Source: an optimization exercise on an open RTL-to-GDS flow (aim: small area, a short achievable clock period and few clock cycles per item). Production flows keep margins and buffers that such runs may drop.
The RTL was checked by simulation tests, not by an equivalence proof against the original design.

==> design/flow/design.v <==
package pfa_pkg;
    localparam int unsigned FIELD_W = 30;
    localparam logic [FIELD_W-1:0] FIELD_PRIME = 30'd998244353;
    localparam logic [1:0] OP_ADD = 2'd0;
    localparam logic [1:0] OP_SUB = 2'd1;
    localparam logic [1:0] OP_MUL = 2'd2;
    localparam logic [1:0] OP_DIV = 2'd3;
endpackage
module pfa_mulmod (
    input  logic [31:0] i_us,
    input  logic [31:0] i_uc,
    input  logic [29:0] i_x,
    input  logic [3:0]  i_d,
    output logic [31:0] o_us,
    output logic [31:0] o_uc
);
    logic [35:0] w_p0, w_p1, w_p2, w_p3, w_p4, w_p5;
    logic [35:0] w_as, w_ac, w_bs, w_bc, w_cs, w_cc, w_ws, w_wc;
    logic [35:0] w_am, w_bm, w_cm, w_dm;
    logic [7:0]  w_t;
    logic [6:0]  w_q;
    logic [8:0]  w_q119;
    logic [31:0] w_qp_n;
    logic [31:0] w_um;
    function automatic logic [35:0] maj(input logic [35:0] a, input logic [35:0] b,
                                        input logic [35:0] c);
        maj = (a & b) | (a & c) | (b & c);
    endfunction
    assign w_p0 = {i_us, 4'b0};
    assign w_p1 = {i_uc, 4'b0};
    assign w_p2 = 36'(i_x & {30{i_d[0]}});
    assign w_p3 = 36'({i_x & {30{i_d[1]}}, 1'b0});
    assign w_p4 = 36'({i_x & {30{i_d[2]}}, 2'b0});
    assign w_p5 = 36'({i_x & {30{i_d[3]}}, 3'b0});
    assign w_am = maj(w_p0, w_p1, w_p2);
    assign w_as = w_p0 ^ w_p1 ^ w_p2;
    assign w_ac = {w_am[34:0], 1'b0};
    assign w_bm = maj(w_p3, w_p4, w_p5);
    assign w_bs = w_p3 ^ w_p4 ^ w_p5;
    assign w_bc = {w_bm[34:0], 1'b0};
    assign w_cm = maj(w_as, w_ac, w_bs);
    assign w_cs = w_as ^ w_ac ^ w_bs;
    assign w_cc = {w_cm[34:0], 1'b0};
    assign w_dm = maj(w_cs, w_cc, w_bc);
    assign w_ws = w_cs ^ w_cc ^ w_bc;
    assign w_wc = {w_dm[34:0], 1'b0};
    localparam logic [255:0] QTAB_0 = 256'h0c3c7878f0f1e1c3c3878f0f1e1c3c3878f0f1e1e3c387870f1e1e3c387870f0;
    localparam logic [255:0] QTAB_1 = 256'h0fc07f80ff01fe03fc07f00fe01fc03f80ff01fe03fc07f80fe01fc03f807f00;
    localparam logic [255:0] QTAB_2 = 256'h00007fff0001fffc0007fff0001fffc000fffe0003fff8000fffe0003fff8000;
    localparam logic [255:0] QTAB_3 = 256'h00007ffffffe00000007ffffffe0000000fffffffc0000000fffffffc0000000;
    localparam logic [255:0] QTAB_4 = 256'h00007ffffffffffffff800000000000000fffffffffffffff000000000000000;
    localparam logic [255:0] QTAB_5 = 256'h00007fffffffffffffffffffffffffffff000000000000000000000000000000;
    localparam logic [255:0] QTAB_6 = 256'h0fff800000000000000000000000000000000000000000000000000000000000;
    localparam logic [255:0] HTAB_0 = 256'h0c3c7878f0f1e1c3c3878f0f1e1c3c3878f0f1e1e3c387870f1e1e3c387870f0;
    localparam logic [255:0] HTAB_1 = 256'h03fc07f80ff01fc03f807f00fe03fc07f80ff01fe03f807f00fe01fc07f80ff0;
    localparam logic [255:0] HTAB_2 = 256'h0ffc0007fff0003fff8000fffe0003fff8000fffe0007fff0001fffc0007fff0;
    localparam logic [255:0] HTAB_3 = 256'h03c07878f0fe1e3c3c078f0f1fe3c3c780f0f1e1fc3c78780f1e1e3fc7878f00;
    localparam logic [255:0] HTAB_4 = 256'h003c07f80ff1fe03fc7f80ff01e03fc0780ff01fe3fc07f8ff01fe03c07f80f0;
    localparam logic [255:0] HTAB_5 = 256'h0ffc0007fff001fffc007fff001fffc007fff0001ffc0007ff0001ffc0007ff0;
    localparam logic [255:0] HTAB_6 = 256'h0003fffffff0000003ffffff0000003ffffff0000003ffffff0000003ffffff0;
    localparam logic [255:0] HTAB_7 = 256'h03c387870f01e1c3c3878f0fe1e3c3c7870f01e1e3c387870fe1e1c3c7878f00;
    localparam logic [255:0] HTAB_8 = 256'h0c03f807f001fe03fc07f00ffe03fc07f80ffe01fc03f807f001fe03f807f000;
    pfa_fadd #(.W(8)) u_tadd (
        .i_a (w_ws[35:28]),
        .i_b (w_wc[35:28]),
        .i_c (1'b0),
        .o_s (w_t),
        .o_c ()
    );
    assign w_q    = {QTAB_6[w_t], QTAB_5[w_t], QTAB_4[w_t], QTAB_3[w_t],
                     QTAB_2[w_t], QTAB_1[w_t], QTAB_0[w_t]};
    assign w_q119 = {HTAB_8[w_t], HTAB_7[w_t], HTAB_6[w_t], HTAB_5[w_t], HTAB_4[w_t],
                     HTAB_3[w_t], HTAB_2[w_t], HTAB_1[w_t], HTAB_0[w_t]};
    assign w_qp_n = ~{w_q119, 16'b0, w_q};
    assign w_um = (w_ws[31:0] & w_wc[31:0]) | (w_ws[31:0] & w_qp_n) | (w_wc[31:0] & w_qp_n);
    assign o_us = w_ws[31:0] ^ w_wc[31:0] ^ w_qp_n;
    assign o_uc = {w_um[30:0], 1'b1};
endmodule
module pfa_fadd #(
    parameter int W = 32
) (
    input  logic [W-1:0] i_a,
    input  logic [W-1:0] i_b,
    input  logic         i_c,
    output logic [W-1:0] o_s,
    output logic         o_c
);
    logic [W-1:0] w_g;
    logic [W-1:0] w_p;
    logic [W-1:0] w_gg;
    logic [W-1:0] w_pp;
    assign w_g = i_a & i_b;
    assign w_p = i_a ^ i_b;
    always_comb begin
        logic [W-1:0] g;
        logic [W-1:0] p;
        g = w_g;
        p = w_p;
        for (int l = 0; (1 << l) < W; l++) begin
            for (int i = 0; i < W; i++) begin
                if (((i >> l) & 1) == 1) begin
                    g[i] = g[i] | (p[i] & g[((i >> l) << l) - 1]);
                    p[i] = p[i] & p[((i >> l) << l) - 1];
                end
            end
        end
        w_gg = g;
        w_pp = p;
    end
    assign o_s = w_p ^ {w_gg[W-2:0] | (w_pp[W-2:0] & {(W-1){i_c}}), i_c};
    assign o_c = w_gg[W-1] | (w_pp[W-1] & i_c);
endmodule
module pfa_dpath (
    input  logic [29:0] i_u,
    input  logic [29:0] i_v,
    output logic        o_sel_u,
    output logic [2:0]  o_k,
    output logic [29:0] o_t,
    output logic        o_t_one
);
    logic [29:0] w_g;
    logic [29:0] w_p;
    logic [29:0] w_gg;
    logic [29:0] w_pp;
    logic [29:0] w_s0;
    logic [29:0] w_s1;
    logic        w_ge;
    logic [29:0] w_t;
    logic [4:0]  w_tl;
    logic [29:0] w_a;
    logic [29:0] w_b;
    assign w_a = i_u & {30{!(i_u[0] && !i_v[0])}};
    assign w_b = i_v & {30{i_u[0]}};
    assign w_g = w_a & ~w_b;
    assign w_p = w_a ^ ~w_b;
    always_comb begin
        logic [29:0] g;
        logic [29:0] p;
        g = w_g;
        p = w_p;
        for (int l = 0; l < 5; l++) begin
            for (int i = 0; i < 30; i++) begin
                if (((i >> l) & 1) == 1) begin
                    g[i] = g[i] | (p[i] & g[((i >> l) << l) - 1]);
                    p[i] = p[i] & p[((i >> l) << l) - 1];
                end
            end
        end
        w_gg = g;
        w_pp = p;
    end
    assign w_s0 = w_p ^ {w_gg[28:0], 1'b0};
    assign w_s1 = w_p ^ {w_gg[28:0] | w_pp[28:0], 1'b1};
    assign w_ge = w_gg[29] | w_pp[29];
    assign o_sel_u = w_ge;
    assign w_t     = w_ge ? w_s1 : ~w_s0;
    assign w_tl    = (!i_u[0]) ? i_u[4:0] : ((!i_v[0]) ? i_v[4:0] : (i_u[4:0] ^ i_v[4:0]));
    always_comb begin
        if (w_tl[1])      o_k = 3'd1;
        else if (w_tl[2]) o_k = 3'd2;
        else if (w_tl[3]) o_k = 3'd3;
        else              o_k = 3'd4;
    end
    always_comb begin
        case (o_k)
            3'd1:    o_t = {1'b0, w_t[29:1]};
            3'd2:    o_t = {2'b0, w_t[29:2]};
            3'd3:    o_t = {3'b0, w_t[29:3]};
            default: o_t = {4'b0, w_t[29:4]};
        endcase
    end
    assign o_t_one = (o_t == 30'd1);
endmodule
module prime_field_alu (
    input  logic        i_clk,
    input  logic        i_rst_n,
    input  logic        i_in_valid,
    output logic        o_in_ready,
    input  logic [1:0]  i_in_opcode,
    input  logic [29:0] i_in_operand_a,
    input  logic [29:0] i_in_operand_b,
    output logic        o_out_valid,
    input  logic        i_out_ready,
    output logic [29:0] o_out_result
);
    localparam logic [29:0] P = pfa_pkg::FIELD_PRIME;
    logic [31:0] r_1;
    logic [31:0] r_2;
    logic [29:0] r_3;
    logic [29:0] r_4;
    logic [1:0]  r_op;
    logic [2:0]  r_cnt;
    logic        r_busy;
    logic        r_done;
    logic        r_u_one;
    logic        r_mx;
    logic        r_my;
    logic        r_sub;
    logic        r_mf;
    logic        r_gs;
    logic [29:0] r_out;
    logic        r_out_v;
    logic        w_is_mul;
    logic        w_is_div;
    logic        w_in_mul;
    logic        w_in_div;
    logic        w_complete;
    logic        w_out_free;
    logic        w_wr_out;
    logic        w_ready;
    logic        w_accept;
    logic        w_mul_step;
    logic        w_div_step;
    logic [29:0] w_a_red;
    logic        w_done0;
    logic        w_u_odd;
    logic        w_v_odd;
    logic [29:0] w_b_red;
    logic        w_mask_x;
    logic        w_mask_y;
    logic        w_sub;
    logic        w_mf;
    logic [30:0] w_x;
    logic [30:0] w_y;
    logic [33:0] w_y1;
    logic [33:0] w_k;
    logic [33:0] w_s1;
    logic [33:0] w_s2;
    logic [4:0]  w_l5;
    logic [4:0]  w_le;
    logic [29:0] w_ha;
    logic [29:0] w_hb;
    logic [29:0] w_hc;
    logic [3:0]  w_mk;
    logic [3:0]  w_m;
    logic [5:0]  w_mi;
    logic [10:0] w_m119;
    logic        w_use2;
    logic [29:0] w_c1s;
    logic [29:0] w_c1m;
    logic [33:0] w_c2s;
    logic [33:0] w_c2m;
    logic [29:0] w_h1;
    logic [29:0] w_h2;
    logic [2:0]  w_gk;
    logic        w_pick2;
    logic [29:0] w_madd;
    logic [31:0] w_us;
    logic [31:0] w_uc;
    logic        w_sel_u;
    logic [29:0] w_t;
    logic [29:0] w_z;
    logic        w_t_one;
    function automatic logic [29:0] reduce(input logic [29:0] v);
        logic lo_zero;
        logic ge;
        lo_zero = (v[22:0] == 23'd0);
        ge      = (v[29:23] > 7'd119) || (v[29:23] == 7'd119 && !lo_zero);
        reduce  = ge ? {7'(v[29:23] - 7'd119 - 7'(lo_zero)), 23'(v[22:0] - 23'd1)} : v;
    endfunction
    assign w_is_mul   = (r_op == pfa_pkg::OP_MUL);
    assign w_is_div   = (r_op == pfa_pkg::OP_DIV);
    assign w_in_mul   = (i_in_opcode == pfa_pkg::OP_MUL);
    assign w_in_div   = (i_in_opcode == pfa_pkg::OP_DIV);
    assign w_complete = r_busy && (!r_op[1] || (w_is_mul && r_cnt == 3'd7) ||
                                   (w_is_div && r_done));
    assign w_out_free = !r_out_v || i_out_ready;
    assign w_wr_out   = w_complete && w_out_free;
    assign w_ready    = !r_busy || w_wr_out;
    assign w_accept   = i_in_valid && w_ready;
    assign w_mul_step = r_busy && w_is_mul && r_cnt != 3'd7;
    assign w_div_step = r_busy && w_is_div && !r_done;
    assign w_a_red = reduce(i_in_operand_a);
    assign w_b_red = reduce(i_in_operand_b);
    assign w_done0 = (w_b_red[29:1] == 29'd0);
    assign w_u_odd = w_sel_u ? w_t[0] : r_3[0];
    assign w_v_odd = w_sel_u ? r_4[0] : w_t[0];
    assign w_mask_x = r_mx;
    assign w_mask_y = r_my;
    assign w_sub    = r_sub;
    assign w_mf     = r_mf;
    assign w_x   = {r_1[30] & w_mf, r_1[29:0] & {30{w_mask_x}}};
    assign w_y   = {r_2[30] & w_mf, r_2[29:0] & {30{w_mask_y}}};
    assign w_y1  = w_sub ? ~{3'b0, w_y} : {3'b0, w_y};
    assign w_k   = w_sub ? 34'(P) : 34'(-{4'b0, P});
    assign w_l5  = {1'b0, w_x[3:0]} + {1'b0, w_y1[3:0]} + 5'(w_sub);
    always_comb begin
        case (w_gk)
            3'd1:    w_mk = 4'b0001;
            3'd2:    w_mk = 4'b0011;
            3'd3:    w_mk = 4'b0111;
            default: w_mk = 4'b1111;
        endcase
    end
    assign w_m    = r_gs ? (4'(-w_l5[3:0]) & w_mk) : 4'd0;
    assign w_le   = {1'b0, w_l5[3:0]} + {1'b0, w_m};
    assign w_use2 = ((w_l5[3:0] & w_mk) == 4'd1);
    localparam logic [63:0] M119_0 = 64'haaaaaaaaaaaaaaaa;
    localparam logic [63:0] M119_1 = 64'hccccccccccccaaaa;
    localparam logic [63:0] M119_2 = 64'hf0f0f0f0eeeeaaaa;
    localparam logic [63:0] M119_3 = 64'h55aa545444440000;
    localparam logic [63:0] M119_4 = 64'h993298988888aaaa;
    localparam logic [63:0] M119_5 = 64'he1c2e0e0eeeeaaaa;
    localparam logic [63:0] M119_6 = 64'hfe02fefeeeeeaaaa;
    localparam logic [63:0] M119_7 = 64'h5556545444440000;
    localparam logic [63:0] M119_8 = 64'h3330323222220000;
    localparam logic [63:0] M119_9 = 64'h0f0e0e0e00000000;
    localparam logic [63:0] M119_10 = 64'h00fe000000000000;
    assign w_mi   = {w_gk[1:0] - 2'd1, w_l5[3:0]};
    assign w_m119 = {11{r_gs}} & {M119_10[w_mi], M119_9[w_mi], M119_8[w_mi], M119_7[w_mi],
                                  M119_6[w_mi], M119_5[w_mi], M119_4[w_mi], M119_3[w_mi],
                                  M119_2[w_mi], M119_1[w_mi], M119_0[w_mi]};
    assign w_ha  = {3'b0, w_x[30:4]};
    assign w_hb  = w_y1[33:4];
    assign w_hc  = {w_m119, 19'b0};
    assign w_c1s = w_ha ^ w_hb ^ w_hc;
    assign w_c1m = (w_ha & w_hb) | (w_ha & w_hc) | (w_hb & w_hc);
    pfa_fadd #(.W(30)) u_add1 (
        .i_a (w_c1s),
        .i_b ({w_c1m[28:0], w_le[4]}),
        .i_c (w_l5[4]),
        .o_s (w_s1[33:4]),
        .o_c ()
    );
    assign w_s1[3:0] = w_le[3:0];
    assign w_c2s = {3'b0, w_x} ^ w_y1 ^ w_k;
    assign w_c2m = ({3'b0, w_x} & w_y1) | ({3'b0, w_x} & w_k) | (w_y1 & w_k);
    pfa_fadd #(.W(34)) u_add2 (
        .i_a (w_c2s),
        .i_b ({w_c2m[32:0], w_sub}),
        .i_c (1'b0),
        .o_s (w_s2),
        .o_c ()
    );
    assign w_pick2 = w_sub ? w_s1[33] :
                     ((w_mf && w_s1[31]) ? w_s2[31] : !w_s2[33]);
    assign w_madd  = w_pick2 ? w_s2[29:0] : w_s1[29:0];
    always_comb begin
        case (w_gk)
            3'd1:    begin w_h1 = w_s1[30:1]; w_h2 = {1'b0, w_s2[29:1]}; end
            3'd2:    begin w_h1 = w_s1[31:2]; w_h2 = {2'b0, w_s2[29:2]}; end
            3'd3:    begin w_h1 = w_s1[32:3]; w_h2 = {3'b0, w_s2[29:3]}; end
            default: begin w_h1 = w_s1[33:4]; w_h2 = {4'b0, w_s2[29:4]}; end
        endcase
    end
    assign w_z = (w_pick2 && w_use2) ? w_h2 : w_h1;
    pfa_mulmod u_mulmod (
        .i_x  (r_4),
        .i_d  (r_3[27:24]),
        .i_us (r_1),
        .i_uc (r_2),
        .o_us (w_us),
        .o_uc (w_uc)
    );
    pfa_dpath u_gcd (
        .i_u     (r_3),
        .i_v     (r_4),
        .o_sel_u (w_sel_u),
        .o_k     (w_gk),
        .o_t     (w_t),
        .o_t_one (w_t_one)
    );
    always_ff @(posedge i_clk) begin
        if (w_accept) begin
            r_1     <= w_in_mul ? 32'(w_a_red & {30{w_b_red[28]}}) : 32'(w_a_red);
            r_2     <= w_in_mul ? 32'({w_a_red & {30{w_b_red[29]}}, 1'b0}) :
                       (w_in_div ? 32'd0 : 32'(w_b_red));
            r_3     <= w_b_red;
            r_4     <= w_in_div ? P : w_a_red;
            r_op    <= i_in_opcode;
            r_cnt   <= '0;
            r_done  <= w_done0;
            r_u_one <= w_b_red[0];
            r_sub   <= (i_in_opcode == pfa_pkg::OP_SUB) || (w_in_div && w_done0 && !w_b_red[0]);
            r_mf    <= w_in_mul;
            r_gs    <= w_in_div && !w_done0;
            r_mx    <= !w_in_div || !w_done0 || w_b_red[0];
            r_my    <= !w_in_div || (w_done0 ? !w_b_red[0] : w_b_red[0]);
        end else if (w_mul_step) begin
            r_1   <= w_us;
            r_2   <= w_uc;
            r_3   <= {r_3[25:0], 4'b0};
            r_cnt <= r_cnt + 3'd1;
        end else if (w_div_step) begin
            if (w_sel_u) begin
                r_3 <= w_t;
                r_1 <= 32'(w_z);
            end else begin
                r_4 <= w_t;
                r_2 <= 32'(w_z);
            end
            r_done  <= w_t_one;
            r_u_one <= w_sel_u;
            r_sub   <= w_t_one && !w_sel_u;
            r_gs    <= !w_t_one;
            r_mx    <= w_t_one ? w_sel_u : !(w_u_odd && !w_v_odd);
            r_my    <= w_t_one ? !w_sel_u : w_u_odd;
        end
        if (w_wr_out) begin
            r_out <= w_madd;
        end
    end
    always_ff @(posedge i_clk) begin
        if (!i_rst_n) begin
            r_busy  <= 1'b0;
            r_out_v <= 1'b0;
        end else begin
            if (w_accept) begin
                r_busy <= 1'b1;
            end else if (w_wr_out) begin
                r_busy <= 1'b0;
            end
            if (w_wr_out) begin
                r_out_v <= 1'b1;
            end else if (i_out_ready) begin
                r_out_v <= 1'b0;
            end
        end
    end
    assign o_in_ready   = w_ready;
    assign o_out_valid  = r_out_v;
    assign o_out_result = r_out;
endmodule
==> design/flow/run.sh <==
#!/bin/bash
# synth_recipe.tcl (not shown) runs the flow's synth.tcl, then flattens the netlist and writes it again
# the make line also repeats each setting of config.mk as NAME=value (left out here)
make -C /OpenROAD-flow-scripts/flow DESIGN_CONFIG=/design/flow/config.mk WORK_HOME=/design/flow/orfs CLKGATE_MAP_FILE= SYNTH_SCRIPT=/design/flow/synth_recipe.tcl finish
==> design/flow/config.mk <==
export PLATFORM = sky130hd
export DESIGN_NAME = prime_field_alu
export DESIGN_NICKNAME = prime_field_alu
export VERILOG_FILES = /design/flow/design.v
export SDC_FILE = /design/flow/constraint.sdc
export NUM_CORES = 4
export LEC_CHECK = 0
export CAP_MARGIN = 20
export CORE_MARGIN = 2
export CORE_UTILIZATION = 40
export SETUP_SLACK_MARGIN = 3
export SLEW_MARGIN = 20
==> design/flow/constraint.sdc <==
create_clock -name core_clock -period 10.0 [get_ports {i_clk}]
set_input_delay 2.0000 -clock core_clock [delete_from_list [all_inputs] [get_ports {i_clk}]]
set_output_delay 2.0000 -clock core_clock [all_outputs]
set_load 0.01 [all_outputs]
==> notes.md <==
status=no timing/DRC/antenna violations; Max-cap violations=0; 1st-iter DRT viols=3566; Slew headroom=28.7%; arrival time worst endpoint=7140 ps; layout cells sized above 1=9.72%; H-Tree Level Count=4; Startpoint Class=input pin; Layout area overhead=13.5%; GRT Total Usage=29.3%; drt drc=0; setup TNS=0 ps; CTS Sinks=167; commonest non-fill, non-tap cell in the layout=nand2_1; # IOs=98; vias per cell=6.38; fill cell count=6545; root buf cell=clkbuf_16; Required @ worst endpoint=10160 ps; port bufs=97; Clock Skews=19.2 ps; dominant synthesized flop cell=edfxtp_1; Total Nets Final=3715; Setup CP Type=in2reg; number of core rows=94; Hold-fix buffers, CTS=0; FFs w/ async S/R, synth=0%; Routed WL per cell=25.2 µm; Pre-antenna DRT Iters=7; Clk Latency, worst-skew pair=490 ps; Hold Crit Class=reg2reg; dpl hpwl=79.1 mm; Final Max Tran Viols=0; largest net degree at the start of global routing=78; fin cells=4169; die area=0.0690 mm²; first-pass GRT wire length=157 mm; Period Utilization, post-route=69.7%; Routed Antenna Nets=0; measured slew at the worst slew-check pin=1060 ps; chip height=263 µm; routability congestion estimate from global placement=1.00; vias in the first global route=24700; most frequent cells in the layout=nand2_1 (323), nor2_1 (219), inv_1 (213); sequential share of the synthesized area=18.6%; Max Freq=0.143 GHz; flops & latches, synth=167; fin crit period=6970 ps; Setup crit end kind=flip-flop; number of synthesized flops with an enable pin=162; Syn. warnings=6; CTS Buf Count=17; Initial Util=40.6%; Post-Syn Instances=3255; vias=26600; clk slew on worst S/H paths=70 ps; Placed Cells=4069; RSZ-0062 raised after global routing=false; Avg Cell Area, Syn=8.22 µm²; die width=263 µm; Post-Syn Nets=3679; core area=0.0660 mm²; Post-Syn Area=0.0268 mm²; setup violators final=0; Hold Vio Cnt, Final=0; CTS tree=done; Yosys cell types=96; Max FO, Critical Path=9; CTS Buffer Depth=2; total grt overflow=0; initial antenna violation count=1; final wirelength=105 mm
path summary, 6_finish.rpt:
kind / from / end / slack [ps] / cells past startpoint
hold reg to reg: r_cnt[2]$_SDFFE_PP0P_ / r_cnt[2]$_SDFFE_PP0P_ / 470 / 2
setup reg to reg: r_3[25]$_DFFE_PP_ / r_2[1]$_DFFE_PP_ / 3170 / 23
setup / recovery: i_in_operand_b[4] / r_my$_DFFE_PP_ / 3030 / 16
hold / removal: r_cnt[2]$_SDFFE_PP0P_ / r_cnt[2]$_SDFFE_PP0P_ / 470 / 2
synth_stat cells, types with 14 or more instances:
cell type / count / area (µm²)
o221ai_1: 48 / 420
or3_1: 16 / 100
nand3b_1: 16 / 120
buf_1: 28 / 105
a21oi_1: 190 / 951
nor4_1: 23 / 144
o21a_1: 16 / 120
mux2i_1: 47 / 470
o211ai_1: 51 / 383
nor2_1: 224 / 841
ha_1: 210 / 2630
clkbuf_1: 158 / 593
nand2_1: 328 / 1230
nor3_1: 61 / 305
and3_1: 24 / 150
a211oi_1: 36 / 270
nand2b_1: 18 / 113
a21o_1: 49 / 368
nand3_1: 55 / 275
o22ai_1: 60 / 375
a31oi_1: 34 / 213
mux2_2: 26 / 293
nand4_1: 27 / 169
inv_1: 217 / 815
xor2_1: 67 / 587
fa_1: 148 / 2960
buf_2: 18 / 90.1
and4_1: 17 / 149
a221oi_1: 20 / 175
and2_1: 193 / 1210
xnor2_1: 150 / 1310
a22oi_1: 31 / 233
o31ai_1: 22 / 165
o22a_1: 19 / 166
a222oi_1: 14 / 140
edfxtp_1: 162 / 4860
o21ai_0: 189 / 946
nor2b_1: 18 / 113
logic make-up (layout without fill, tap and decap cells):
group,count (synthesis),in the layout,share of synthesized area [%]
flops,167,167,18.6
simple gates,1062,1062,19.7
mux,81,81,3.53
fa+ha+maj,358,358,20.9
buf+inv,430,475,6.27
xor+xnor,217,217,7.10
other cells,1,2,0.0140
compound gates,939,943,24.0
registers in the layout (all words and copies together) (netlist names), 2 cells and up:
register  flops
r_1          32
r_2          32
r_3          30
r_4          30
r_cnt         3
r_op          2
r_out        30
what timing repair did:
| action | in CTS | in global routing |
|---|---|---|
| gates cloned | 6 | 2 |
| endpoints found under the hold margin | 0 | 0 |
| gates resized for setup | 51 | 57 |
| endpoints found under the setup margin | 95 | 95 |
| buffers inserted | 24 | 34 |
| pin swaps | 12 | 19 |
critical path, cell delays in order:
cell             delay (ps)
clkdlybuf4s50_1         540
or4_1                   740
nor4_4                  260
nand4_1                 130
buf_4                   190
buf_4                   170
o31ai_2                 620
nor2_1                  340
nand3b_1                200
xor2_1                  390
nand2_1                 130
nor4_1                  530
nand4b_1                300
xnor2_1                 210
o32ai_1                 250
a31oi_1                 130
layer usage:
metal  GRT usage, %  share of wire [%]
met5              0                  0
met4           10.5                3.8
met3           4.71                 11
met2           44.8                 43
met1           41.8                 42
through the flow:
step                hold slack [ps]  setup slack (ps)  util (%)  cell area, µm²
detailed placement              463              1640      43.4           28600
finish                          472              3030      46.0           30400
global placement                453              1760      43.4           28600
global route                    512              2960      46.0           30400
floorplan                       440              2980         -           26800
CTS                             473              3010      45.2           29800
layout make-up:
type | count | area (µm²) | share of cell area [%]
Multi-Input combinational cell | 2662 | 20800 | 68.4
Sequential cell | 167 | 4960 | 16.3
Timing Repair Buffer | 222 | 2090 | 6.87
Tap cell | 864 | 1080 | 3.56
Inverter | 219 | 840 | 2.76
Clock buffer | 17 | 425 | 1.40
Clock inverter | 15 | 188 | 0.618
Timing Repair inverter | 2 | 10.0 | 0.0330
Antenna cell | 1 | 2.50 | 0.00824
Testbench counts, summed over its fixed seeds: cycles 16,140, items 3,200.

what the ideal ports hide:
How much do the figures lean on ideal ports? The routed layout below was timed once more, with nothing changed but the port constraints. Step 1 sets driving cells, clkbuf_16 on the clock port and buf_2 on the other inputs (assumed; they add their load-dependent delay and slew). Step 2 adds t to the input delays and takes it off the output delays; t is the mean of the earliest and latest rising clock arrival at the registers after step 1. Input paths then give back, and output paths get back, about the clock's delay inside the block. a / b / c = ideal ports / drivers / drivers and shift; a / b = the first two.
t, ns: 0.542
setup slack, ns: 3.025 / 3.066 / 2.524
worst hold slack (ns): 0.472 / 0.472 / 0.472
latest minus earliest clock arrival (ns): 0.020 / 0.020
worst data-port slew with drivers (ns): 0.08
After both steps this run still meets setup and hold. The setup slack of this run moves by +0.041 ns with the drivers and by -0.501 ns with both steps.
